Context: an optimization exercise on an open-source flow, tuned for small area and a short achievable clock period. The choices shown serve that exercise and are no tape-out recipe.
At most, simulation tests tie the RTL to the original design; equivalence was not proved.
Power figures rest on the tool's default switching activity, not on a simulated workload.

before:
Design rec_axis_packer, start of the top module:
module rec_axis_packer #(
    parameter int COL        = 640,
    parameter int ROW        = 480,
    parameter int FIFO_DEPTH = 64
) (
    input  logic        clk,
    input  logic        rst,
    input  logic        recvalid,
    input  logic [7:0]  recpixel,
    input  logic        reclast,
    output logic [31:0] m_tdata,
    output logic        m_tvalid,
    input  logic        m_tready,
    output logic        m_tlast,
    output logic        m_tuser,
    output logic        overflow,
    output logic        frame_done,
    output logic        frame_err
);
    localparam int CW = $clog2(COL);
    localparam int RW = (ROW > 1) ? $clog2(ROW) : 1;
    localparam int AW = $clog2(FIFO_DEPTH);
    logic [CW-1:0] col;
    logic [RW-1:0] row;
    logic [23:0]   lanes;
    logic          pk_valid;
    logic [33:0]   mem [FIFO_DEPTH];
    logic [AW-1:0] wptr;
    logic [FIFO_DEPTH-1:0] roh;       
    logic [AW-1:0] cnt;               
    logic          int_empty;
  ...
For scale: roughly 51 I/O pins, roughly 0.083 mm^2 of cells after synthesis.
export LEC_CHECK = 0
export CAP_MARGIN = 20
export CORE_MARGIN = 2
export CORE_UTILIZATION = 72
export CTS_CLUSTER_DIAMETER = 100
export CTS_CLUSTER_SIZE = 25
export SETUP_SLACK_MARGIN = 3.1
export SLEW_MARGIN = 20
create_clock -name core_clock -period 5.5 [get_ports {clk}]
run.sh (not shown) runs the stock make flow with config.mk's settings and CLKGATE_MAP_FILE= SYNTH_SCRIPT=/design/flow/synth_recipe.tcl, a recipe that flattens the netlist after the stock synthesis.
before went all the way through the flow, and no timing, DRC or antenna check failed.
## Diff of input files: after against before
Settings: CTS_CLUSTER_DIAMETER no longer set, was 100; CTS_CLUSTER_SIZE no longer set, was 25; SETUP_SLACK_MARGIN no longer set, was 3.1; CORE_UTILIZATION now 40, was 72.
## What came out
after vs before on combinational power: after is the lower one. after and before ended up with nearly the same instance count of the mapped netlist. Measured against after, the fmax of before comes out at 1.5 times the reference value. Die area | after > before. Routed wire length is higher on before. Between after and before, the minimum clock period after layout is higher for after.

========
Setup of the baseline:
rec_axis_packer again, from the RTL that the note above started with.
## rec_axis_packer
module rec_axis_packer #(
    parameter int COL        = 640,
    parameter int ROW        = 480,
    parameter int FIFO_DEPTH = 64
) (
    input  logic        clk,
    input  logic        rst,
    input  logic        recvalid,
    input  logic [7:0]  recpixel,
    input  logic        reclast,
    output logic [31:0] m_tdata,
    output logic        m_tvalid,
    input  logic        m_tready,
    output logic        m_tlast,
    output logic        m_tuser,
    output logic        overflow,
    output logic        frame_done,
    output logic        frame_err
);
Settings: LEC_CHECK=0, CAP_MARGIN=20, CORE_MARGIN=2, CORE_UTILIZATION=60, CTS_CLUSTER_DIAMETER=100, CTS_CLUSTER_SIZE=30, SETUP_SLACK_MARGIN=3.0, SLEW_MARGIN=20; clock period 5.5 ns.
The baseline finished all stages; the layout is clean.
## Diff of input files: the candidate against the baseline
--- a/flow/config.mk
+++ b/flow/config.mk
@@ -9,6 +9,4 @@
 export CORE_MARGIN = 2
 export CORE_UTILIZATION = 60
-export CTS_CLUSTER_DIAMETER = 100
-export CTS_CLUSTER_SIZE = 30
-export SETUP_SLACK_MARGIN = 3.0
+export SETUP_SLACK_MARGIN = 3.3
 export SLEW_MARGIN = 20
Notes after the runs:
Changes observed in the candidate relative to the baseline: cell area increased 11000 um2, number of nets in the layout increased 406, net load switching power increased 23%.

========
Setup of build 59:
The RTL this note starts from:
==> flow/design.v <==
module rec_axis_packer #(
    parameter int COL        = 640,
    parameter int ROW        = 480,
    parameter int FIFO_DEPTH = 64
) (
    input  logic        clk,
    input  logic        rst,
    input  logic        recvalid,
    input  logic [7:0]  recpixel,
    input  logic        reclast,
    output logic [31:0] m_tdata,
    output logic        m_tvalid,
    input  logic        m_tready,
    output logic        m_tlast,
    output logic        m_tuser,
    output logic        overflow,
    output logic        frame_done,
    output logic        frame_err
);
    localparam int CW = $clog2(COL);
    localparam int RW = (ROW > 1) ? $clog2(ROW) : 1;
    localparam int SD = FIFO_DEPTH - 1;           
    localparam int AW = $clog2(FIFO_DEPTH);
    logic [CW-1:0] col;
    logic [RW-1:0] row;
    logic [23:0]   lanes;
    logic          pk_valid;
    logic [9:0]    pk_hi;                         
    logic [33:0]   pk_word;
    logic [33:0]   mem [SD];
    logic [AW-1:0] wptr;                          
    logic [SD-1:0] roh;                           
    logic [AW-1:0] cnt;                           
    logic          int_empty;
    logic          int_full;
    logic          out_valid;
    logic [33:0]   out_word;
    logic [33:0]   rdata;
    logic [33:0]   nxt;
    logic          col_end;
    logic          row_end;
    logic          at_end;
    logic          early;
    logic          full;
    logic          rd;
    logic          commit;
    logic          out_free;
    logic          load;
    logic          push;                          
    logic          pop;                           
    assign col_end   = (col == CW'(COL - 1));
    assign row_end   = (row == RW'(ROW - 1));
    assign at_end    = col_end && row_end;
    assign early     = reclast && !at_end;
    assign pk_word   = {pk_hi, lanes};
    assign full      = out_valid && int_full;
    assign rd        = out_valid && m_tready;
    assign commit    = pk_valid && (!full || rd);
    assign out_free  = !out_valid || m_tready;
    assign load      = out_free && (!int_empty || pk_valid);
    assign pop       = out_free && !int_empty;
    assign push      = commit && !(out_free && int_empty);
    always_ff @(posedge clk) begin
        if (rst) begin
            col        <= '0;
            row        <= '0;
            pk_valid   <= 1'b0;
            frame_done <= 1'b0;
            frame_err  <= 1'b0;
        end else begin
            pk_valid   <= recvalid && (col[1:0] == 2'd3) && !early;
            frame_done <= recvalid && reclast && at_end;
            frame_err  <= recvalid && (reclast != at_end);
            if (recvalid) begin
                if (early) begin
                    col <= '0;
                    row <= '0;
                end else if (col_end) begin
                    col <= '0;
                    row <= row_end ? '0 : row + 1'b1;
                end else begin
                    col <= col + 1'b1;
                end
            end
        end
    end
    always_ff @(posedge clk) begin
        if (col[1:0] == 2'd0) lanes[7:0]   <= recpixel;
        if (col[1:0] == 2'd1) lanes[15:8]  <= recpixel;
        if (col[1:0] == 2'd2) lanes[23:16] <= recpixel;
        if (col[1:0] == 2'd3)
            pk_hi <= {(row == '0) && (col == CW'(3)), col_end, recpixel};
    end
    always_ff @(posedge clk) begin
        if (push)
            mem[wptr] <= pk_word;
    end
    always_comb begin
        rdata = '0;
        for (int i = 0; i < SD; i++)
            rdata = rdata | (mem[i] & {34{roh[i]}});
    end
    assign nxt = int_empty ? (pk_valid ? pk_word : '0) : rdata;
    always_ff @(posedge clk) begin
        if (rst) begin
            wptr      <= '0;
            roh       <= SD'(1);
            cnt       <= '0;
            int_empty <= 1'b1;
            int_full  <= 1'b0;
            out_valid <= 1'b0;
            out_word  <= '0;
            overflow  <= 1'b0;
        end else begin
            if (push)
                wptr <= (wptr == AW'(SD - 1)) ? '0 : wptr + 1'b1;
            if (pop)
                roh <= {roh[SD-2:0], roh[SD-1]};
            if (push && !pop) begin
                cnt       <= cnt + 1'b1;
                int_empty <= 1'b0;
                int_full  <= (cnt == AW'(SD - 1));
            end else if (pop && !push) begin
                cnt       <= cnt - 1'b1;
                int_empty <= (cnt == AW'(1));
                int_full  <= 1'b0;
            end
            out_valid <= load || (out_valid && !m_tready);
            if (out_free)
                out_word <= nxt;
            if (pk_valid && full && !rd)
                overflow <= 1'b1;
        end
    end
    assign m_tvalid = out_valid;
    assign {m_tuser, m_tlast, m_tdata} = out_word;
endmodule
Settings: LEC_CHECK=0, ABC_AREA=1, CAP_MARGIN=20, CORE_MARGIN=2, CORE_UTILIZATION=60, CTS_CLUSTER_DIAMETER=100, CTS_CLUSTER_SIZE=28, SETUP_SLACK_MARGIN=3.0, SLEW_MARGIN=20; clock period 5.5 ns.
Setup changes, build 59 to trial 26
- CTS_CLUSTER_SIZE changed from 28 to 25
- ABC_AREA removed (was 1)
--- outcome ---
- Diff build 59..trial 26 | fraction of synthesized area in multiplexers | negligible
- The run showing the greater final-layout clock buffer total is trial 26.
- The final reports for trial 26 and build 59 show antenna cell count higher in the former.
- Build 59 was larger in final cell area than trial 26.
- Xor and xnor area share after synthesis, trial 26 and build 59: lower on build 59
- Trial 26 ends up with lower area after synthesis than build 59 does.
- Diff build 59 -> trial 26: number of instances in the synthesized netlist decreased 3216; cell count of the worst hold path increased 2; part of the Yosys area used for sequential elements increased 6.0 points; layout net count decreased about 40%.
No run of this note included a check of the RTL's function; only the layout flow was run.

re-timing with driven ports:
How much do the figures lean on ideal ports? The routed layouts below were timed once more, with nothing changed but the port constraints. Step 1 assumes that a clkbuf_16 drives the clock port and a buf_2 every other input. Step 2 moves the port delays by t, midway between the first and last clock arrival at a register: inputs arrive t later, outputs are due t later. That takes back most of the time a late clock gives input paths. Three values: ideal ports, drivers, drivers and shift; two values: the first two.
| run | t, ns | setup WS [ns] | worst slew at a driven data input, ns |
|---|---|---|---|
| before | 0.853 | 2.874 / 2.874 / 2.335 | 0.04 |
| after | 0.933 | 1.587 / 1.587 / 1.525 | 0.08 |
| the baseline | 0.859 | 2.927 / 2.927 / 2.322 | 0.03 |
| the candidate | 0.924 | 2.793 / 2.793 / 2.580 | 0.03 |
| build 59 | 0.851 | 2.900 / 2.900 / 2.226 | 0.04 |
| trial 26 | 0.861 | 2.880 / 2.880 / 2.106 | 0.04 |
After both steps setup and hold are still met in every run listed. For trial 26, which loses most, drivers alone change the setup slack by 0.000 ns; drivers and shift together by -0.774 ns.
